Source: an optimization exercise on an open RTL-to-GDS flow (aim: small area, a short achievable clock period and few clock cycles per item). Production flows keep margins and buffers that such runs may drop.
Only simulation tests tie the RTL to the original design; equivalence was not proved.

[flow/config.mk]
export PLATFORM = sky130hd
export DESIGN_NAME = alu_iter
export DESIGN_NICKNAME = alu_iter
export VERILOG_FILES = /design/flow/design.v
export SDC_FILE = /design/flow/constraint.sdc
export NUM_CORES = 4
export LEC_CHECK = 0
export CAP_MARGIN = 20
export CORE_MARGIN = 2
export CORE_UTILIZATION = 40
export SETUP_SLACK_MARGIN = 3.5
export SLEW_MARGIN = 20
export TNS_END_PERCENT = 5
[flow/constraint.sdc]
create_clock -name core_clock -period 8.0 [get_ports {clk}]
set_input_delay 1.6000 -clock core_clock [delete_from_list [all_inputs] [get_ports {clk}]]
set_output_delay 1.6000 -clock core_clock [all_outputs]
set_load 0.01 [all_outputs]
[flow/design.v]
package alu_pkg;
    localparam logic [1:0] ALUOP_ADD   = 2'b00;
    localparam logic [1:0] ALUOP_SUB   = 2'b01;
    localparam logic [1:0] ALUOP_RTYPE = 2'b10;
    localparam logic [1:0] ALUOP_ITYPE = 2'b11;
    localparam logic [6:0] F7_BASE   = 7'b0000000;
    localparam logic [6:0] F7_ALT    = 7'b0100000;
    localparam logic [6:0] F7_MULDIV = 7'b0000001;
    localparam int P_IDLE = 0;   
    localparam int P_MUL  = 1;   
    localparam int P_D1   = 2;   
    localparam int P_D2   = 3;   
    localparam int P_DIV  = 4;   
    localparam int P_FIN  = 5;   
endpackage
module alu_iter #(
    parameter int XLEN = 32
) (
    input  logic            clk,
    input  logic            rst,
    input  logic            in_valid,
    output logic            in_ready,
    input  logic [XLEN-1:0] read_data1,
    input  logic [XLEN-1:0] read_data2,
    input  logic [XLEN-1:0] imm,
    input  logic            ALUSrc,
    input  logic [1:0]      ALUOp,
    input  logic [2:0]      funct3,
    input  logic [6:0]      funct7,
    output logic            out_valid,
    input  logic            out_ready,
    output logic [XLEN-1:0] ALU_result,
    output logic            zero,
    output logic            illegal
);
    logic        v1_q;           
    logic [5:0]  ph_q;           
    logic [31:0] a_q, b_q;       
    logic        out_valid_q;
    logic        illegal_q;
    logic [31:0] lo_q;           
    logic        out_hi_q;       
    logic [31:0] hi_q;           
    logic [4:0]  cnt_q;          
    logic k_sum, k_slt, k_xor, k_or, k_and, k_sh, k_mul, k_div, k_ill;
    logic k_inv, k_sext, k_sll, k_sra;
    logic k_as, k_hi, k_more;              
    logic k_dz;                            
    logic xinv_q, yinv_q;                  
    logic k_rem, k_aneg, k_bneg;           
    logic [31:0] op_a, op_b;
    assign op_a = read_data1;
    assign op_b = ALUSrc ? imm : read_data2;
    logic is_r, is_i, base_tab, alt, md;
    assign is_r     = (ALUOp == alu_pkg::ALUOP_RTYPE);
    assign is_i     = (ALUOp == alu_pkg::ALUOP_ITYPE);
    assign base_tab = is_i || (is_r && funct7 == alu_pkg::F7_BASE);
    assign alt      = is_r && (funct7 == alu_pkg::F7_ALT);
    assign md       = is_r && (funct7 == alu_pkg::F7_MULDIV);
    logic d_sum, d_sub, d_slt, d_xor, d_or, d_and, d_sh, d_mul, d_div, d_ill;
    assign d_sum = !ALUOp[1] || ((base_tab || alt) && funct3 == 3'd0);    
    assign d_sub = (ALUOp == alu_pkg::ALUOP_SUB) || (alt && funct3 == 3'd0);
    assign d_slt = base_tab && funct3[2:1] == 2'b01;                      
    assign d_xor = base_tab && funct3 == 3'd4;
    assign d_or  = base_tab && funct3 == 3'd6;
    assign d_and = base_tab && funct3 == 3'd7;
    assign d_sh  = (base_tab && funct3[1:0] == 2'b01) || (alt && funct3 == 3'd5);
    assign d_mul = md && !funct3[2];
    assign d_div = md && funct3[2];
    assign d_ill = is_r && !(funct7 == alu_pkg::F7_BASE || funct7 == alu_pkg::F7_MULDIV ||
                             (funct7 == alu_pkg::F7_ALT && (funct3 == 3'd0 || funct3 == 3'd5)));
    logic in_idle, in_mul, in_d1, in_d2, in_div, in_fin;
    assign in_idle = ph_q[alu_pkg::P_IDLE];
    assign in_mul  = ph_q[alu_pkg::P_MUL];
    assign in_d1   = ph_q[alu_pkg::P_D1];
    assign in_d2   = ph_q[alu_pkg::P_D2];
    assign in_div  = ph_q[alu_pkg::P_DIV];
    assign in_fin  = ph_q[alu_pkg::P_FIN];
    logic [6:0] i0_d;
    logic div_go, div_fix, div_z;
    assign div_z   = k_div && !k_dz && i0_d[6];    
    assign div_go  = k_div && !k_dz && !i0_d[6];
    assign div_fix = k_rem ? k_aneg : (k_aneg ^ k_bneg);
    logic cnt7, cnt8, cnt0;
    assign cnt7    = (cnt_q == 5'd7);
    assign cnt8    = (cnt_q == 5'd8);
    assign cnt0    = (cnt_q == 5'd0);
    logic free, done, step, fin, capture;
    assign free    = !out_valid_q || out_ready;
    assign done    = (in_idle && !k_mul && !div_go) ||
                     (in_mul && ((cnt7 && !k_more) || cnt8)) ||
                     ((in_d2 || in_div) && cnt0 && !div_fix) || in_fin;
    assign step    = v1_q && free;
    assign fin     = step && done;
    assign in_ready = !v1_q || (done && free);
    assign capture = in_valid && in_ready;
    logic        a_neg_in, b_neg_in, bz_in;
    logic [5:0]  lz_b, lz_a;
    logic [6:0]  i0_in, i0_q;
    logic [4:0]  i0;
    assign a_neg_in = !funct3[0] && op_a[31];
    assign b_neg_in = !funct3[0] && op_b[31];
    assign bz_in    = (op_b == 32'd0);
    alu_lzc32 u_lz_b (.x((b_neg_in ? ~op_b : op_b) | 32'd1), .lz(lz_b));
    alu_lzc32 u_lz_a (.x(a_neg_in ? ~op_a : op_a), .lz(lz_a));
    assign i0_in = {1'b0, lz_b} - {1'b0, lz_a} + {6'd0, a_neg_in};
    assign i0_d  = i0_q;
    assign i0   = i0_d[4:0];      
    function automatic logic [5:0] booth2(input logic [3:0] b, input logic bm);
        booth2 = {b[3] && !(b[2] && b[1]), b[2] ^ b[1],
                  (b[3] && !b[2] && !b[1]) || (!b[3] && b[2] && b[1]),
                  b[1] && !(b[0] && bm), b[0] ^ bm,
                  (b[1] && !b[0] && !bm) || (!b[1] && b[0] && bm)};
    endfunction
    logic [5:0] bd_q;
    logic       n0, o0, w0, n1, o1, w1;
    assign {n1, o1, w1, n0, o0, w0} = bd_q;
    logic [36:0] xv, yv, xo, yo, t;
    logic        xinv, yinv;           
    logic [36:0] a_ext, pp0, pp1, mx, my, mz;
    assign a_ext = {{5{k_as && a_q[31]}}, a_q};
    assign pp0   = w0 ? {a_ext[35:0], 1'b0} : (o0 ? a_ext : '0);
    assign pp1   = w1 ? {a_ext[33:0], 3'b0} : (o1 ? {a_ext[34:0], 2'b0} : '0);
    assign mx    = in_mul ? {{5{hi_q[31]}}, hi_q} : '0;       
    assign my    = pp0 ^ {37{n0}};
    assign mz    = n1 ? {~pp1[36:2], 2'b11} : pp1;
    always_comb begin
        xv = '0; yv = '0;
        if (in_d2 || in_div) begin
            xv   = in_d2 ? {5'd0, hi_q} : {4'd0, hi_q, a_q[31]};
            yv   = {{5{k_bneg}}, b_q};
        end else if (in_fin) begin
            xv   = {5'd0, k_rem ? hi_q : a_q};
        end else begin
            xv   = {{5{k_sext && a_q[31]}}, a_q};
            yv   = k_aneg ? '0 : {{5{k_sext && b_q[31]}}, b_q};
        end
    end
    assign xinv = xinv_q;
    assign yinv = yinv_q;
    assign xo  = xv ^ {37{xinv}};
    assign yo  = yv ^ {37{yinv}};
    logic [36:0] cs_s, cs_c, ua, va, ap, ag;
    logic        cin;
    assign cs_s = mx ^ my ^ mz;
    assign cs_c = (mx & my) | (mx & mz) | (my & mz);
    assign ua   = k_mul ? cs_s : xo;
    assign va   = k_mul ? {cs_c[35:0], n0} : yo;
    assign cin  = k_mul ? n1 : (xinv | yinv);
    logic [37:0] pg_g [0:6];
    logic [37:0] pg_p [0:6];
    assign ap = ua ^ va;
    assign ag = ua & va;
    assign pg_g[0] = {ag, cin};
    assign pg_p[0] = {ap, 1'b0};
    for (genvar l = 0; l < 6; l++) begin : g_lvl
        for (genvar i = 0; i < 38; i++) begin : g_bit
            if (((i >> l) & 1) != 0) begin : g_op
                localparam int J = ((i >> l) << l) - 1;
                assign pg_g[l+1][i] = pg_g[l][i] | (pg_p[l][i] & pg_g[l][J]);
                assign pg_p[l+1][i] = pg_p[l][i] & pg_p[l][J];
            end else begin : g_pass
                assign pg_g[l+1][i] = pg_g[l][i];
                assign pg_p[l+1][i] = pg_p[l][i];
            end
        end
    end
    assign t = ap ^ pg_g[6][36:0];
    logic [31:0] sh_l, sh_out;
    logic [30:0] sh_h;
    logic [4:0]  sh_s;
    logic        sh_dv;
    assign sh_dv = !in_idle || k_div;       
    always_comb begin
        if (in_d2) begin
            sh_h = a_q[30:0];                      
            sh_l = '0;
        end else if (k_sll && !sh_dv) begin
            sh_h = a_q[31:1];                      
            sh_l = {a_q[0], 31'd0};
        end else begin
            sh_h = {31{k_sra && !sh_dv && a_q[31]}};
            sh_l = a_q;                            
        end
        if (sh_dv)        sh_s = i0;
        else if (k_sll)   sh_s = ~b_q[4:0];
        else              sh_s = b_q[4:0];
    end
    logic [62:0] fs0;
    logic [46:0] fs1;
    logic [38:0] fs2;
    logic [34:0] fs3;
    logic [32:0] fs4;
    assign fs0    = {sh_h, sh_l};
    assign fs1    = sh_s[4] ? fs0[62:16] : fs0[46:0];
    assign fs2    = sh_s[3] ? fs1[46:8]  : fs1[38:0];
    assign fs3    = sh_s[2] ? fs2[38:4]  : fs2[34:0];
    assign fs4    = sh_s[1] ? fs3[34:2]  : fs3[32:0];
    assign sh_out = sh_s[0] ? fs4[32:1]  : fs4[31:0];
    logic        q_bit;
    logic [31:0] r_nx, q_nx;
    assign q_bit = !t[36];
    assign r_nx  = q_bit ? t[31:0] : xv[31:0];
    assign q_nx  = in_d2 ? {sh_out[31:1], q_bit} : {a_q[30:0], q_bit};
    logic [31:0] mlo_nx;                    
    assign mlo_nx = {t[3:0], b_q[31:4]};
    logic s_t, s_lt, s_xor, s_or, s_and, s_sh, s_ones, s_q, s_a;
    always_comb begin
        s_t = 1'b0; s_lt = 1'b0; s_xor = 1'b0; s_or = 1'b0; s_and = 1'b0; s_sh = 1'b0;
        s_ones = 1'b0; s_q = 1'b0; s_a = 1'b0;
        if (in_idle) begin
            s_t    = k_sum || (k_dz && k_rem);
            s_lt   = k_slt;
            s_xor  = k_xor;
            s_or   = k_or;
            s_and  = k_and;
            s_sh   = k_sh;
            s_ones = k_dz && !k_rem;
            s_a    = div_z && k_rem;
        end else if (in_d2 || in_div) begin
            s_q    = !k_rem;
        end else if (in_fin) begin
            s_t    = 1'b1;
        end
    end
    logic [31:0] lo_d;
    assign lo_d = ({32{s_t}}    & t[31:0])
                | ({32{s_lt}}   & {31'd0, t[36]})
                | ({32{s_xor}}  & ap[31:0])
                | ({32{s_or}}   & (ap[31:0] | ag[31:0]))
                | ({32{s_and}}  & ag[31:0])
                | ({32{s_sh}}   & sh_out)
                | ({32{s_ones}})
                | ({32{s_a}}    & a_q)
                | ({32{s_q}}    & q_nx);
    always_ff @(posedge clk or posedge rst) begin
        if (rst) begin
            v1_q        <= 1'b0;
            ph_q        <= 6'd1 << alu_pkg::P_IDLE;
            out_valid_q <= 1'b0;
        end else begin
            out_valid_q <= fin || (out_valid_q && !out_ready);
            if (capture) begin
                v1_q <= 1'b1;
                ph_q <= 6'd1 << alu_pkg::P_IDLE;
            end else if (fin) begin
                v1_q <= 1'b0;
                ph_q <= 6'd1 << alu_pkg::P_IDLE;
            end else if (step) begin
                ph_q[alu_pkg::P_IDLE] <= 1'b0;
                ph_q[alu_pkg::P_MUL]  <= in_mul || (in_idle && k_mul);
                ph_q[alu_pkg::P_D1]   <= in_idle && !k_mul && k_aneg;       
                ph_q[alu_pkg::P_D2]   <= in_d1 || (in_idle && !k_mul && !k_aneg);
                ph_q[alu_pkg::P_DIV]  <= (in_d2 || in_div) && !cnt0;
                ph_q[alu_pkg::P_FIN]  <= in_fin || ((in_d2 || in_div) && cnt0);
            end
        end
    end
    always_ff @(posedge clk) begin
        if (fin) begin
            lo_q      <= lo_d;
            out_hi_q  <= k_mul || ((in_d2 || in_div) && k_rem);
            illegal_q <= in_idle && k_ill;
        end
        if (capture) begin
            a_q    <= op_a;
            b_q    <= op_b;
            k_sum  <= d_sum;
            k_slt  <= d_slt;
            k_xor  <= d_xor;
            k_or   <= d_or;
            k_and  <= d_and;
            k_sh   <= d_sh;
            k_mul  <= d_mul;
            k_div  <= d_div;
            k_ill  <= d_ill;
            k_inv  <= d_sub || d_slt;
            k_sext <= d_slt && !funct3[0];
            k_sll  <= !funct3[2];
            k_sra  <= is_i ? imm[10] : alt;
            k_as   <= funct3[1] ^ funct3[0];               
            k_hi   <= funct3[1] | funct3[0];               
            k_more <= funct3[1] && op_b[31];               
            k_rem  <= funct3[1];
            k_dz   <= d_div && bz_in;
            i0_q   <= i0_in;
            k_aneg <= d_div && a_neg_in && !bz_in;
            k_bneg <= d_div && b_neg_in;
        end else if (step) begin
            if (in_idle && k_aneg)
                a_q <= t[31:0];                             
            else if (in_d2 || in_div)
                a_q <= q_nx;
            if (k_mul)
                b_q <= mlo_nx;
        end
        if (step) begin
            if (in_idle)              cnt_q <= k_mul ? 5'd1 : i0;
            else if (k_mul)           cnt_q <= cnt_q + 5'd1;
            else if (in_d2 || in_div) cnt_q <= cnt_q - 5'd1;
        end
        if (step)
            hi_q <= (in_d1 || (in_idle && k_div)) ? sh_out :
                    (in_d2 || in_div) ? r_nx :
                    (in_mul && cnt8)  ? t[31:0] :
                    (in_mul && cnt7 && !k_hi && !k_more) ? mlo_nx : t[35:4];
        if (capture)
            {xinv_q, yinv_q} <= {d_div && a_neg_in && !bz_in, d_sub || d_slt};
        else if (step)
            {xinv_q, yinv_q} <= (in_fin || ((in_d2 || in_div) && cnt0)) ? 2'b10 : {1'b0, !k_bneg};
        if (capture)
            bd_q <= booth2(op_b[3:0], 1'b0);
        else if (step)
            bd_q <= booth2((in_mul && cnt7) ? 4'd0 : b_q[7:4], b_q[3]);
    end
    assign out_valid  = out_valid_q;
    assign ALU_result = out_hi_q ? hi_q : lo_q;
    assign zero       = (ALU_result == 32'd0);
    assign illegal    = illegal_q;
endmodule
module alu_lzc32 (
    input  logic [31:0] x,
    output logic [5:0]  lz
);
    logic [15:0] v1;  logic [15:0] c1;         
    logic [7:0]  v2;  logic [15:0] c2;         
    logic [3:0]  v3;  logic [11:0] c3;         
    logic [1:0]  v4;  logic [7:0]  c4;         
    for (genvar i = 0; i < 16; i++) begin : g_l1
        assign v1[i] = x[2*i+1] | x[2*i];
        assign c1[i] = !x[2*i+1];
    end
    for (genvar i = 0; i < 8; i++) begin : g_l2
        assign v2[i]       = v1[2*i+1] | v1[2*i];
        assign c2[2*i+:2]  = v1[2*i+1] ? {1'b0, c1[2*i+1]} : {1'b1, c1[2*i]};
    end
    for (genvar i = 0; i < 4; i++) begin : g_l3
        assign v3[i]       = v2[2*i+1] | v2[2*i];
        assign c3[3*i+:3]  = v2[2*i+1] ? {1'b0, c2[4*i+2+:2]} : {1'b1, c2[4*i+:2]};
    end
    for (genvar i = 0; i < 2; i++) begin : g_l4
        assign v4[i]       = v3[2*i+1] | v3[2*i];
        assign c4[4*i+:4]  = v3[2*i+1] ? {1'b0, c3[6*i+3+:3]} : {1'b1, c3[6*i+:3]};
    end
    assign lz = !(v4[1] | v4[0]) ? 6'd32 : (v4[1] ? {2'b00, c4[7:4]} : {2'b01, c4[3:0]});
endmodule
[flow/run.sh]
#!/bin/bash
# synth_recipe.tcl (not shown) runs the flow's synth.tcl, then flattens the netlist and writes it again
# the make line also repeats each setting of config.mk as NAME=value (left out here)
make -C /OpenROAD-flow-scripts/flow DESIGN_CONFIG=/design/flow/config.mk WORK_HOME=/design/flow/orfs CLKGATE_MAP_FILE= SYNTH_SCRIPT=/design/flow/synth_recipe.tcl finish
==> metrics.md, run 1 <==
| Metric | Value |
|---|---|
| H-Tree Level Count | 4 |
| Core box area | 0.0575 mm^2 |
| Syn Nets | 3,236 |
| CTS max path bufs | 2 |
| Clk sinks | 176 |
| Ys flop type | edfxtp_1 |
| RD Place Congestion | 1.03 |
| Initial antenna violation count | 1 |
| Post-synth EDFFs | 168 |
| Die width | 245 um |
| HPWL after DPL | 83.6 mm |
| Vias in the first global route | 25,300 |
| I/O Buffers | 148 |
| First-pass GRT wire length | 177 mm |
| Worst Hold Depth | 1 |
| CTS Root Cell | clkbuf_16 |
| Final setup fails | 0 |
| RSZ-0062 raised after global routing | true |
| Post-synth top cells | nand2_1 (452), o21ai_0 (261), a21oi_1 (202) |
| CP arrival | 5.22 ns |
| # Max-Cap Violations | 0 |
| Worst Path Required | 8.25 ns |
| Pre-Repair DR Iteration Count | 11 |
| Top post-synthesis cells by area | edfxtp_1 (22%), nand2_1 (7.3%), o21ai_0 (5.6%) |
| Tightest Pin Transition | 1.24 ns |
| Total gr overflow | 0 |
| Inst Count DP | 3,707 |
| Fill cells | 5,394 |
| TritonCTS clock tree | yes |
| R2R setup slack | 3.03 ns |
| Row count | 88 |
| Clock latency (worst-skew pair) | 0.52 ns |
| Initial DRC count | 4,344 |
| Clock transition at the registers of the reported paths | 0.08 ns |
| Final period util | 62.2% |
| Clock period minus worst slack | 4.97 ns |
| CP Capture Type | register |
| Detailed-route vias per instance | 6.79 |
| Critical Path Most Common Cell | buf_4 |
| Register area | 0.00526 mm^2 |
| Hold EP | illegal_q |
| CTS buffer count | 17 |
| Max Slew Vio Count | 0 |
| Worst-path cell with the longest stage delay | a221o_2 |
| Final net count | 3,447 |
| Status | timing/DRC/antenna clean |
| Setup total negative slack | 0 ns |
| Clock skew | 0.0171 ns |
| Most common cell in the netlist | nand2_1 |
| Syn. warnings | 3 |
| Synthesized area per cell | 7.74 um^2 |
| Cell family with most CP delay | compound AO/OA/AOI/OAI gates |
| GRT Util Overall | 40.6% |
| Avg WL per Cell | 31.3 um |
| Final design utilization | 51.5% |
| Die area | 0.0598 mm^2 |
| Via count | 27,000 |
| Count of final hold-check violations | 0 |
| Pin count of the biggest net entering global routing | 93 |
| Type of the most critical hold path | reg -> reg |
| Cells along the critical path | buf_6, buf_12, o21ai_0, xnor2_1, fa_1, a21oi_2, ha_4, a21oi_4, o21ai_4, a221o_2, a21o_1, or2_4, buf_4, a221o_1, xor2_1, buf_4, a211oi_1, nor3_1 |
| Synthesized area | 0.0232 mm^2 |
| Crit-path max FO | 16 |
| Post-synth cell types | 90 |
| DRC | 0 |
| Rel. slew slack | 16.9% |
| Seq cells post-synth | 176 |
| Initial Utilization | 40.3% |
| Detail Route Antenna Nets | 0 |
| Area of the multi-input gates | 0.0178 mm^2 |
| Critical R2R Launch | bd_q[3] |
| Share of layout cells above drive strength 1 | 20.8% |
| Post-synthesis async set-or-reset flop share | 4.55% |
| Hold bufs inserted after CTS | 0 |
| Buf+Inv Stages, Crit Path | 4 |
| Type of the worst setup path | reg -> reg |
| I/O pin cnt | 149 |
| HP Start | k_ill |
| Crit Reg-Reg Endpoint | hi_q[30] |
| Yosys top cell by area | edfxtp_1 |
| Die Y | 245 um |
| Worst setup path startpoint | bd_q[3] |
| Worst path max stage delay | 0.49 ns |
| Synth Instances | 2,990 |
| R2r worst-path depth | 18 |
| Post-synthesis sequential area ratio | 22.7% |
| Worst setup SP type | register |
| Final wirelength | 125 mm |
| Area fraction of the dominant cell type after synthesis | 21.8% |
| Achievable frequency | 0.201 GHz |
| Area growth syn-to-layout | 27.7% |
| Final std cells w/o fill | 3,980 |
## area by class of cell
type	count	area share, %
inverters	104	1.35
repair buffers	461	15.5
clock buffers	17	1.44
diodes	1	0.00846
clock inverters	15	0.580
multi-input cells	2441	60.1
flip-flops and latches	176	17.8
well taps	765	3.24
## worst max path at each step
stage | endpoint | depth (start not counted)
4_1_cts | i0_q[6] | 21
3_3_place_gp | hi_q[26] | 18
6_report | hi_q[30] | 18
3_5_place_dp | hi_q[26] | 18
5_1_grt | hi_q[30] | 18
2_1_floorplan | i0_q[6] | 19
## placed cells by master (no fill, tap or decap), drive strengths merged, types with 29 or more instances in the layout
cell,synthesis,routed
o211ai,58,58
xor2,52,52
mux2i,100,100
nor2,185,185
nand3,48,48
xnor2,120,120
a211oi,41,41
a22oi,96,96
a31oi,44,44
ha,89,89
o21ai,269,270
fa,44,44
a21oi,202,202
and3,30,30
a221o,29,29
clkdlybuf4s50,0,125
nand2,453,453
mux2,57,57
inv,104,108
nor3,76,76
a221oi,37,37
o21a,31,31
edfxtp,168,168
buf,69,309
and2,44,44
## timing repair
action                     4_1_cts  5_1_grt
setup endpoints to repair      182       87
gates resized for setup        298      113
setup buffers                  197       32
gates cloned                     8        2
pin swaps                      100       97
## sequential cells by signal, summed over array words and instances (netlist names), 5 cells and up
| register | flops |
|---|---|
| i0_q | 6 |
| lo_q | 32 |
| a_q | 32 |
| bd_q | 6 |
| ph_q | 6 |
| hi_q | 32 |
| b_q | 32 |
| cnt_q | 5 |
## per-stage QoR
stage	hold slack (ns)	instance area (um^2)	worst slack (ns)
floorplan	0.485	23200	2.98
global placement	0.534	25200	1.77
detailed placement	0.531	25200	1.69
CTS	0.550	28800	3.30
global route	0.564	29600	3.02
finish	0.542	29600	3.03
## layer usage
layer | global-route usage (%) | wire [um] | vias up
met4 | 27.5 | 10800 | 0
met1 | 51.1 | 45600 | 12900
met3 | 12.9 | 17200 | 485
met5 | 0 | 0 | -
met2 | 59.2 | 51100 | 2157
li1 | - | - | 11500
## cells by family (layout without fill, tap and decap cells)
logic type      count (synthesis)  in the layout  share of synthesized area, %
flops                         176            176                          22.7
compound gates               1009           1010                          28.8
simple gates                  959            960                          18.7
mux                           166            166                          8.05
fa+ha+maj                     133            133                          8.61
other cells                     0              1                             0
buf+inv                       375            597                          6.65
xor+xnor                      172            172                          6.51
Testbench counts, summed over its fixed seeds: cycles 54,217, items 16,000.
==> run 2, diff against run 1 <==
--- a/flow/config.mk
+++ b/flow/config.mk
@@ -8,6 +8,5 @@
 export CAP_MARGIN = 20
 export CORE_MARGIN = 2
 export CORE_UTILIZATION = 40
-export SETUP_SLACK_MARGIN = 3.5
+export SETUP_SLACK_MARGIN = 2.5
 export SLEW_MARGIN = 20
-export TNS_END_PERCENT = 5
==> metrics.md, run 2 <==
| Metric | Value |
|---|---|
| Status | timing/DRC/antenna clean |
| Setup total negative slack | 0 ns (unchanged) |
| Worst path max stage delay | 0.79 ns (+0.30 ns) |
| Type of the worst setup path | reg -> reg |
| Initial antenna violation count | 4 (+3) |
| Vias in the first global route | 24,100 (-4.6%) |
| DP Worst Slack | 1.50 ns (-0.197 ns) |
| Cells along the critical path | nand2_1, o21ai_0, xnor2_1, fa_1, a21oi_1, ha_1, a21oi_1, o21ai_2, a221o_1, a21o_1, or2_2, a21oi_2, fa_2, o211ai_1, o21ai_0, o221ai_1 |
| Die Y | 245 um (unchanged) |
| Yosys top cell by area | edfxtp_1 |
| Crit-path max FO | 11 (-5) |
| Count of final hold-check violations | 0 (unchanged) |
| RD Place Congestion | 1.06 (+2.7%) |
| Die area | 0.0598 mm^2 (unchanged) |
| # Max-Cap Violations | 0 (unchanged) |
| CP arrival | 5.76 ns (+0.54 ns) |
| Post-synth EDFFs | 168 (unchanged) |
| Via count | 25,900 (-4.3%) |
| Initial DRC count | 3,651 (-16%) |
| Post-synthesis sequential area ratio | 22.7% (unchanged) |
| Clock period minus worst slack | 5.44 ns (+0.461 ns) |
| Pin count of the biggest net entering global routing | 147 (+58%) |
| Row count | 88 (unchanged) |
| Detail Route Antenna Nets | 0 (unchanged) |
| Ys flop type | edfxtp_1 |
| Max Slew Vio Count | 0 (unchanged) |
| Tightest Pin Transition | 1.16 ns (-0.0761 ns) |
| RSZ-0062 raised after global routing | true |
| Worst setup SP type | register |
| Most frequent cells in the layout | nand2_1 (449), o21ai_0 (255), a21oi_1 (199) |
| H-Tree Level Count | 4 (unchanged) |
| Worst-path cell with the longest stage delay | edfxtp_1 |
| CTS buffer count | 17 (unchanged) |
| Syn Nets | 3,236 (unchanged) |
| HPWL after DPL | 81.0 mm (-3.2%) |
| CTS max path bufs | 2 (unchanged) |
| Pre-Repair DR Iteration Count | 6 (-5) |
| Final period util | 67.9% (+5.8 points) |
| Synthesized area per cell | 7.74 um^2 (unchanged) |
| Top post-synthesis cells by area | edfxtp_1 (22%), nand2_1 (7.3%), o21ai_0 (5.6%) |
| Rel. slew slack | 21.1% (+4.2 points) |
| Detailed-route vias per instance | 6.83 (+0.63%) |
| Seq cells post-synth | 176 (unchanged) |
| DRC | 0 (unchanged) |
| Worst Path Required | 8.33 ns (+0.08 ns) |
| Post-synth cell types | 90 (unchanged) |
| Achievable frequency | 0.184 GHz (-8.5%) |
| Synthesized area | 0.0232 mm^2 (unchanged) |
| CTS Root Cell | clkbuf_16 |
| Post-synth top cells | nand2_1 (452), o21ai_0 (261), a21oi_1 (202) |
| TritonCTS clock tree | yes |
| Clock transition at the registers of the reported paths | 0.08 ns (about the same) |
| Final wirelength | 115 mm (-8.0%) |
| Final setup fails | 0 (unchanged) |
| Die width | 245 um (unchanged) |
| I/O Buffers | 148 (unchanged) |
| Most common cell in the netlist | nand2_1 |
| Syn. warnings | 3 (unchanged) |
| Commonest non-fill, non-tap cell in the layout | nand2_1 |
| I/O pin cnt | 149 (unchanged) |
| First-pass GRT wire length | 165 mm (-6.9%) |
| Initial Utilization | 40.3% (unchanged) |
| Avg WL per Cell | 30.3 um (-3.3%) |
| Area growth syn-to-layout | 14.1% |
| Area fraction of the dominant cell type after synthesis | 21.8% (unchanged) |
| Clk sinks | 176 (unchanged) |
| CP Capture Type | register |
| Worst Setup Slack, final | 2.56 ns (-0.461 ns) |
| Clock latency (worst-skew pair) | 0.53 ns (about the same) |
| Share of layout cells above drive strength 1 | 10.1% (-11 points) |
| Fill cells | 5,681 (+5.3%) |
| Synth Instances | 2,990 (unchanged) |
| Post-synthesis async set-or-reset flop share | 4.55% (unchanged) |
| Type of the most critical hold path | reg -> reg |
| Clock skew | 0.0202 ns (+0.00313 ns) |
| Core box area | 0.0575 mm^2 (unchanged) |
| GRT Util Overall | 37.5% (-3.1 points) |
| Final net count | 3,250 (-5.7%) |
| Cell family with most CP delay | compound AO/OA/AOI/OAI gates |
| Total gr overflow | 0 (unchanged) |
| Buf+Inv Stages, Crit Path | 0 (-4) |
==> run 2: area by class of cell <==
type,instances,area (um^2),area share (%)
antenna,4,10.0,0.0379
clock buffer,17,425,1.61
clock inverter,15,191,0.724
inverter,104,398,1.51
multi-input combinational,2441,16700,63.2
sequential,176,5260,19.9
tap,765,957,3.62
timing repair buffer,263,2480,9.39
timing repair inverter,1,5.00,0.0189
==> run 2: worst register-to-register path: cells and delay by family (launching register included) <==
| kind | cells | cell delay [ns] |
|---|---|---|
| simple gates | 2 | 0.46 |
| flops | 1 | 0.79 |
| compound gates | 10 | 2.25 |
| fa+ha+maj | 3 | 1.61 |
| xor+xnor | 1 | 0.15 |
==> run 2: repair_timing <==
item,in CTS,in global routing
gates cloned,2,1
hold buffers,0,0
endpoints found under the setup margin,51,42
pin swaps,2,4
gates resized for setup,23,44
buffers inserted,18,25
==> run 2: routing by layer <==
| metal | wire (um) | global-route usage [%] |
|---|---|---|
| met4 | 8620 | 25.6 |
| met3 | 14800 | 11.1 |
| met2 | 47500 | 54.1 |
| met1 | 43800 | 48.1 |
| met5 | 29 | 0 |
==> run 2: logic make-up after synthesis <==
family / share of synthesized area [%]
fa+ha+maj: 8.61
simple gates: 18.7
buf+inv: 6.65
mux: 8.05
flops: 22.7
xor+xnor: 6.51
compound gates: 28.8
==> run 2: worst paths after layout <==
| kind | end | start | slack [ns] | cells after the start |
|---|---|---|---|---|
| max | hi_q[27] | a_q[14] | 2.56 | 16 |
| min | illegal_q | k_ill | 0.55 | 1 |
| max reg2reg | hi_q[27] | a_q[14] | 2.56 | 16 |
| min reg2reg | illegal_q | k_ill | 0.55 | 1 |
| max in group asynchronous | ph_q[1] | rst | 6.23 | 2 |
| min in group asynchronous | ph_q[3] | rst | 1.39 | 2 |
==> run 2: through the flow <==
stage	utilization [%]	area [um^2]	hold WS, ns	instances
after detailed placement	43.7	25100	0.540	3704
after floorplan	-	23200	0.485	2990
final	46.0	26400	0.545	3786
after global placement	43.7	25100	0.514	3704
after global routing	46.0	26400	0.558	3782
after CTS	45.3	26000	0.541	3756
==> run 3, diff against run 2 <==
--- a/flow/config.mk
+++ b/flow/config.mk
@@ -8,5 +8,6 @@
 export CAP_MARGIN = 20
 export CORE_MARGIN = 2
 export CORE_UTILIZATION = 40
-export SETUP_SLACK_MARGIN = 2.5
+export SETUP_SLACK_MARGIN = 3.0
 export SLEW_MARGIN = 20
+export TNS_END_PERCENT = 1
==> metrics.md, run 3 <==
| Metric | Value |
|---|---|
| Post-synth EDFFs | 168 (unchanged) |
| RSZ-0062 raised after global routing | true |
| Clk sinks | 176 (unchanged) |
| Most common cell in the netlist | nand2_1 |
| Type of the worst setup path | reg -> reg |
| Synthesized area per cell | 7.74 um^2 (unchanged) |
| Most frequent cells in the layout | nand2_1 (449), o21ai_0 (251), a21oi_1 (195) |
| Row count | 88 (unchanged) |
| Post-synthesis sequential area ratio | 22.7% (unchanged) |
| Post-synth top cells | nand2_1 (452), o21ai_0 (261), a21oi_1 (202) |
| Inst Count DP | 3,698 (-0.16%) |
| Clock period minus worst slack | 5.16 ns (-0.280 ns) |
| CP Capture Type | register |
| Rel. slew slack | 20.9% (-0.17 points) |
| Final std cells w/o fill | 3,818 (+0.85%) |
| Worst Path Required | 8.24 ns (-0.09 ns) |
| Met3 usage | 10.0% (-1.0 points) |
| RD Place Congestion | 1.04 (-2.3%) |
| Clock latency (worst-skew pair) | 0.53 ns (about the same) |
| TritonCTS clock tree | yes |
| Via count | 25,600 (-0.94%) |
| Final wirelength | 113 mm (-1.2%) |
| HPWL after DPL | 79.7 mm (-1.6%) |
| Post-Synth Adder-Cell Area | 8.61% (unchanged) |
| Seq cells post-synth | 176 (unchanged) |
| Clock transition at the registers of the reported paths | 0.08 ns (about the same) |
| Total gr overflow | 0 (unchanged) |
| Largest family of logic cells by synthesized area | compound AO/OA/AOI/OAI gates |
| Pre-Repair DR Iteration Count | 6 (unchanged) |
| GRT Util Overall | 37.3% (-0.16 points) |
| Share of layout cells above drive strength 1 | 11.8% (+1.7 points) |
| Worst Setup Slack, final | 2.84 ns (+0.280 ns) |
| Initial DRC count | 3,634 (-0.47%) |
| H-Tree Level Count | 4 (unchanged) |
| Setup total negative slack | 0 ns (unchanged) |
| Vias in the first global route | 24,100 (-0.14%) |
| Final setup fails | 0 (unchanged) |
| CTS buffer count | 17 (unchanged) |
| Yosys top cell by area | edfxtp_1 |
| Clock skew | 0.0198 ns (-0.000419 ns) |
| Achievable frequency | 0.194 GHz (+5.4%) |
| Worst setup SP type | register |
| Final design utilization | 46.7% (+0.68 points) |
| Post-synth cell types | 90 (unchanged) |
| Syn Nets | 3,236 (unchanged) |
| CTS Root Cell | clkbuf_16 |
| Commonest non-fill, non-tap cell in the layout | nand2_1 |
| Detailed-route vias per instance | 6.71 (-1.8%) |
| Die area | 0.0598 mm^2 (unchanged) |
| Final period util | 64.4% (-3.5 points) |
| Detail Route Antenna Nets | 0 (unchanged) |
| CTS max path bufs | 2 (unchanged) |
| Die Y | 245 um (unchanged) |
| Max Slew Vio Count | 0 (unchanged) |
| DP Worst Slack | 1.59 ns (+0.0905 ns) |
| I/O pin cnt | 149 (unchanged) |
| Initial antenna violation count | 3 (-1) |
| Count of final hold-check violations | 0 (unchanged) |
| Avg WL per Cell | 29.7 um (-2.0%) |
| Core box area | 0.0575 mm^2 (unchanged) |
| Status | timing/DRC/antenna clean |
| Synth Instances | 2,990 (unchanged) |
| Post-synthesis async set-or-reset flop share | 4.55% (unchanged) |
| CP arrival | 5.40 ns (-0.36 ns) |
| Met1 Use GR | 47.6% (-0.54 points) |
| Type of the most critical hold path | reg -> reg |
| Pin count of the biggest net entering global routing | 147 (unchanged) |
| Top post-synthesis cells by area | edfxtp_1 (22%), nand2_1 (7.3%), o21ai_0 (5.6%) |
| Syn. warnings | 3 (unchanged) |
| Simple-Gate Fraction of Synth Area | 18.7% (unchanged) |
| Compound-gate portion of the synthesized area | 28.8% (unchanged) |
| Final net count | 3,284 (+1.0%) |
| I/O Buffers | 148 (unchanged) |
| Ys flop type | edfxtp_1 |
| DRC | 0 (unchanged) |
| Area fraction of the dominant cell type after synthesis | 21.8% (unchanged) |
| Die width | 245 um (unchanged) |
| # Max-Cap Violations | 0 (unchanged) |
| Tightest Pin Transition | 1.17 ns (+0.0150 ns) |
| Synthesized area | 0.0232 mm^2 (unchanged) |
| Area share of xor/xnor cells in the synthesized design | 6.51% (unchanged) |
| Initial Utilization | 40.3% (unchanged) |
| First-pass GRT wire length | 165 mm (-0.27%) |
| Area growth syn-to-layout | 15.8% |
| Crit-path max FO | 17 (+6) |
| Multiplexer share of the synthesized area | 8.05% (unchanged) |
| GR peak layer | met2 |
| Met2 global-route usage | 54.9% (+0.81 points) |
| Fill cells | 5,724 (+0.76%) |
==> run 3: final timing paths <==
| kind | startpoint | end | slack, ns | cells past startpoint |
|---|---|---|---|---|
| min in group asynchronous | rst | v1_q | 1.37 | 2 |
| setup / recovery | bd_q[3] | hi_q[26] | 2.84 | 16 |
| setup reg to reg | bd_q[3] | hi_q[26] | 2.84 | 16 |
| hold reg to reg | k_ill | illegal_q | 0.55 | 1 |
| max in group asynchronous | rst | ph_q[0] | 6.33 | 2 |
| hold / removal | k_ill | illegal_q | 0.55 | 1 |
==> run 3: what timing repair did <==
item                       in CTS  in global routing
hold buffers                    0                  0
setup endpoints to repair      93                 66
cloned                          5                  0
gates resized for setup        70                 18
pin swaps                      10                  6
setup buffers                  66                 15
==> run 3: per-layer routing <==
layer / vias to the layer above / routed length, um
met2: 1836 / 47400
met4: 2 / 9240
met5: - / 13
met3: 368 / 14000
li1: 11100 / -
met1: 12300 / 42700
==> run 3: cells by family after synthesis <==
logic type,Yosys count
and+or+nand+nor,959
buffers and inverters,375
xor gates and xnor gates,172
AOI/OAI and AO/OA,1009
DFF,176
muxes,166
adders and majority gates,133
==> run 3: area by class of cell <==
cell class / count / area (um^2) / area share, %
repair buffers: 295 / 2730 / 10.2
clock inverters: 15 / 201 / 0.751
flip-flops and latches: 176 / 5250 / 19.6
multi-input cells: 2443 / 16800 / 62.8
diodes: 2 / 5.00 / 0.0187
inverters: 104 / 398 / 1.48
clock buffers: 17 / 425 / 1.59
well taps: 765 / 957 / 3.57
repair inverters: 1 / 7.51 / 0.0280
==> run 3: worst max-delay path, cell delays in order (launching register included) <==
cell and delay [ns]:
edfxtp_1 0.46, buf_12 0.20, buf_4 0.15, o21ai_0 0.21, xnor2_1 0.13, fa_1 0.56
a21oi_2 0.20, ha_2 0.34, a21oi_1 0.21, o21ai_1 0.18, a221o_2 0.46, a21o_1 0.26
or2_2 0.35, a221o_1 0.34, xor2_2 0.21, a2111oi_1 0.44, o32ai_1 0.15
==> run 3: metrics by stage <==
| stage | hold slack (ns) | instance area (um^2) |
|---|---|---|
| floorplan | 0.485 | 23200 |
| global placement | 0.525 | 25100 |
| detailed placement | 0.536 | 25100 |
| CTS | 0.554 | 26600 |
| global route | 0.582 | 26800 |
| finish | 0.546 | 26800 |
==> run 4, diff against run 3 <==
--- a/flow/design.v
+++ b/flow/design.v
@@ -315,7 +315,7 @@
     end
     assign out_valid  = out_valid_q;
     assign ALU_result = out_hi_q ? hi_q : lo_q;
-    assign zero       = (ALU_result == 32'd0);
+    assign zero       = out_hi_q ? (hi_q == 32'd0) : (lo_q == 32'd0);
     assign illegal    = illegal_q;
 endmodule
 module alu_lzc32 (
--- a/flow/config.mk
+++ b/flow/config.mk
@@ -10,4 +10,4 @@
 export CORE_UTILIZATION = 40
 export SETUP_SLACK_MARGIN = 3.0
 export SLEW_MARGIN = 20
-export TNS_END_PERCENT = 1
+export TNS_END_PERCENT = 5
==> metrics.md, run 4 <==
| Metric | Value |
|---|---|
| Syn. warnings | 3 (unchanged) |
| Final design utilization | 49.5% (+2.8 points) |
| Share of layout cells above drive strength 1 | 17.6% (+5.8 points) |
| Die width | 246 um (+0.47%) |
| Final setup fails | 0 (unchanged) |
| CP Capture Type | output port |
| Core box area | 0.0577 mm^2 (+0.38%) |
| Final wirelength | 120 mm (+5.5%) |
| Pin count of the biggest net entering global routing | 153 (+4.1%) |
| Initial antenna violation count | 2 (-1) |
| RSZ-0062 raised after global routing | true |
| Most common cell in the netlist | nand2_1 |
| Placed Area | 0.0253 mm^2 (+0.83%) |
| I/O pin cnt | 149 (unchanged) |
| Synth Instances | 3,065 (+2.5%) |
| Pre-Repair DR Iteration Count | 10 (+4) |
| GRT Util Overall | 37.9% (+0.58 points) |
| Critical Path End | zero |
| Vias in the first global route | 25,100 (+4.4%) |
| Seq cells post-synth | 176 (unchanged) |
| Die area | 0.0604 mm^2 (+0.95%) |
| DRC | 0 (unchanged) |
| Clk sinks | 176 (unchanged) |
| Metal-1 WL | 44.1 mm (+3.2%) |
| Count of final hold-check violations | 0 (unchanged) |
| # Max-Cap Violations | 0 (unchanged) |
| Top post-synthesis cells by area | edfxtp_1 (22%), nand2_1 (7.8%), a21oi_1 (5.3%) |
| Commonest non-fill, non-tap cell in the layout | nand2_1 |
| Tightest Pin Transition | 1.17 ns (-0.00388 ns) |
| Hold bufs inserted after CTS | 0 (unchanged) |
| Top Metal Used | met5 |
| Worst Hold Depth | 1 (unchanged) |
| Setup total negative slack | 0 ns (unchanged) |
| Most frequent cells in the layout | nand2_1 (480), a21oi_1 (207), buf_4 (204) |
| Clock skew | 0.0173 ns (-0.00254 ns) |
| Worst setup SP type | register |
| Detailed-route vias per instance | 6.76 (+0.75%) |
| Status | timing/DRC/antenna clean |
| Type of the worst setup path | reg -> out |
| Initial Utilization | 40.5% (+0.23 points) |
| Clock transition at the registers of the reported paths | 0.09 ns (about the same) |
| Detail Route Antenna Nets | 0 (unchanged) |
| CP arrival | 3.57 ns (-1.83 ns) |
| Type of the most critical hold path | reg -> reg |
| Post-synth cell types | 96 (+6.7%) |
| Via count | 26,900 (+5.1%) |
| Row count | 88 (unchanged) |
| Syn Nets | 3,311 (+2.3%) |
| CTS max path bufs | 2 (unchanged) |
| Die Y | 246 um (+0.47%) |
| Worst-path cell with the longest stage delay | nor4_1 |
| Avg WL per Cell | 30.0 um (+1.1%) |
| Clock period minus worst slack | 5.17 ns (+0.0118 ns) |
| RD Place Congestion | 1.01 (-2.7%) |
| Cells along the critical path | buf_4, nor4_1, nand4_1, or4_1, o21ai_0, clkdlybuf4s50_1 |
| R2r worst-path depth | 19 (+3) |
| Crit Reg-Reg Endpoint | hi_q[23] |
| CTS Root Cell | clkbuf_16 |
| Finished Cell Area | 0.0286 mm^2 (+6.5%) |
| Final net count | 3,448 (+5.0%) |
| Initial DRC count | 4,096 (+13%) |
| Rel. slew slack | 22.0% (+1.1 points) |
| Total gr overflow | 0 (unchanged) |
| Area fraction of the dominant cell type after synthesis | 21.6% (-0.21 points) |
| Synthesized area | 0.0234 mm^2 (+0.96%) |
| H-Tree Level Count | 4 (unchanged) |
| Synthesized area per cell | 7.63 um^2 (-1.5%) |
| Total length of routed met3 wires | 15.8 mm (+13%) |
| Max Slew Vio Count | 0 (unchanged) |
| Post-synth EDFFs | 168 (unchanged) |
| Buf+Inv Stages, Crit Path | 2 (unchanged) |
| Crit-path max FO | 34 (+17) |
| Post-synthesis async set-or-reset flop share | 4.55% (unchanged) |
| Post-synthesis sequential area ratio | 22.4% (-0.22 points) |
| I/O Buffers | 148 (unchanged) |
| Yosys top cell by area | edfxtp_1 |
| Critical R2R Launch | ph_q[5] |
| HPWL after DPL | 82.4 mm (+3.4%) |
| Area growth syn-to-layout | 22.2% |
| Worst Path Required | 6.40 ns (-1.84 ns) |
| Cell family with most CP delay | simple AND/OR/NAND/NOR gates |
| Post-synth top cells | nand2_1 (486), a21oi_1 (249), o21ai_0 (228) |
| Ys flop type | edfxtp_1 |
| Clock latency (worst-skew pair) | 0.49 ns (-0.04 ns) |
| First-pass GRT wire length | 169 mm (+2.8%) |
| Worst setup path startpoint | out_hi_q |
| R2R setup slack | 2.86 ns (+0.02 ns) |
| Worst hold slack | 0.542 ns (-0.00417 ns) |
| Number of cells on the critical path | 6 (-10) |
| Worst path max stage delay | 0.84 ns (+0.28 ns) |
| Achievable frequency | 0.194 GHz (-0.23%) |
| Met2 wire length | 49.4 mm (+4.3%) |
| CTS buffer count | 17 (unchanged) |
| Final period util | 64.6% (+0.15 points) |
| TritonCTS clock tree | yes |
## run 4: changes by cell type in the layout (fill, tap and decap cells not counted), moves of 14 or more
| cell | delta |
|---|---|
| a21oi_2 | +38 |
| a22oi_1 | -72 |
| buf_4 | +76 |
| ha_1 | -15 |
| inv_1 | +23 |
| nand2_1 | +31 |
| nor2_1 | +16 |
| nor3b_1 | +14 |
| o211ai_1 | -18 |
| o21a_1 | -19 |
| o21ai_0 | -59 |
| o21ai_1 | +15 |
## run 4: cells by family (layout without fill, tap and decap cells)
logic type / Yosys count / after routing / synth area share (%)
AND/OR/NAND/NOR: 1052 / 1055 / 20.5
AO/OA/AOI/OAI: 945 / 946 / 26.4
buffers and inverters: 406 / 552 / 7.04
multiplexers: 182 / 182 / 8.62
flip-flops: 176 / 176 / 22.4
XOR/XNOR: 171 / 171 / 6.47
adder cells (fa/ha/maj): 133 / 133 / 8.53
other: 0 / 4 / 0
## run 4: area by class of cell
type                    instances  area (um^2)
flip-flops and latches        176         5260
diodes                          4         10.0
well taps                     765          957
multi-input cells            2487        17500
repair buffers                392         3720
clock inverters                15          220
inverters                     128          492
clock buffers                  17          425
fillers                      5582        29100
## run 4: metal layers
metal	vias to the layer above	track usage, %
met1	12900	47.7
met4	5	24.5
met5	-	1.55
li1	11400	-
met3	559	11.7
met2	2042	55.8
## run 4: timing repair
item / in CTS / in global routing
hold endpoints to repair: 0 / 0
resized for setup: 154 / 120
pin swaps: 39 / 44
setup buffers: 125 / 43
endpoints found under the setup margin: 83 / 60
gates cloned: 5 / 6
## run 4: worst min path at each step
stage	from	end	slack (ns)
floorplan	ph_q[2]	ph_q[2]	0.50
global placement	k_ill	illegal_q	0.51
detailed placement	k_ill	illegal_q	0.53
CTS	k_ill	illegal_q	0.55
global route	k_ill	illegal_q	0.57
finish	k_ill	illegal_q	0.54
## run 4: stage by stage
stage               setup slack, ns  instances
CTS                            2.98       3931
finish                         2.83       3984
floorplan                      2.98       3065
global placement               1.31       3769
detailed placement             1.29       3769
global route                   2.79       3980
Testbench counts of run 4, summed over its fixed seeds: cycles 54,217, items 16,000.

-- what the ideal ports hide --
Ports are ideal in the flow. The routed layouts listed here were re-timed in OpenROAD. Step 1 assumes that a clkbuf_16 drives the clock port and a buf_2 every other input. Step 2 also shifts input and output timing later by t, the mid clock arrival at the registers, as if the neighbouring blocks saw the same clock. Slacks: no drivers / after step 1 / after step 2; pairs: no drivers / after step 1.
run | shift t [ns] | setup slack, ns | pins driven straight from the clock port
run 1 | 0.579 | 3.026 / 3.026 / 2.679 | 1
run 2 | 0.577 | 2.564 / 2.564 / 2.192 | 1
run 3 | 0.581 | 2.844 / 2.844 / 2.369 | 1
run 4 | 0.550 | 2.832 / 2.767 / 2.385 | 1
After both steps every run listed still meets setup and hold. The setup slack of run 3, which loses most, moves by 0.000 ns with the drivers and by -0.475 ns with both steps.
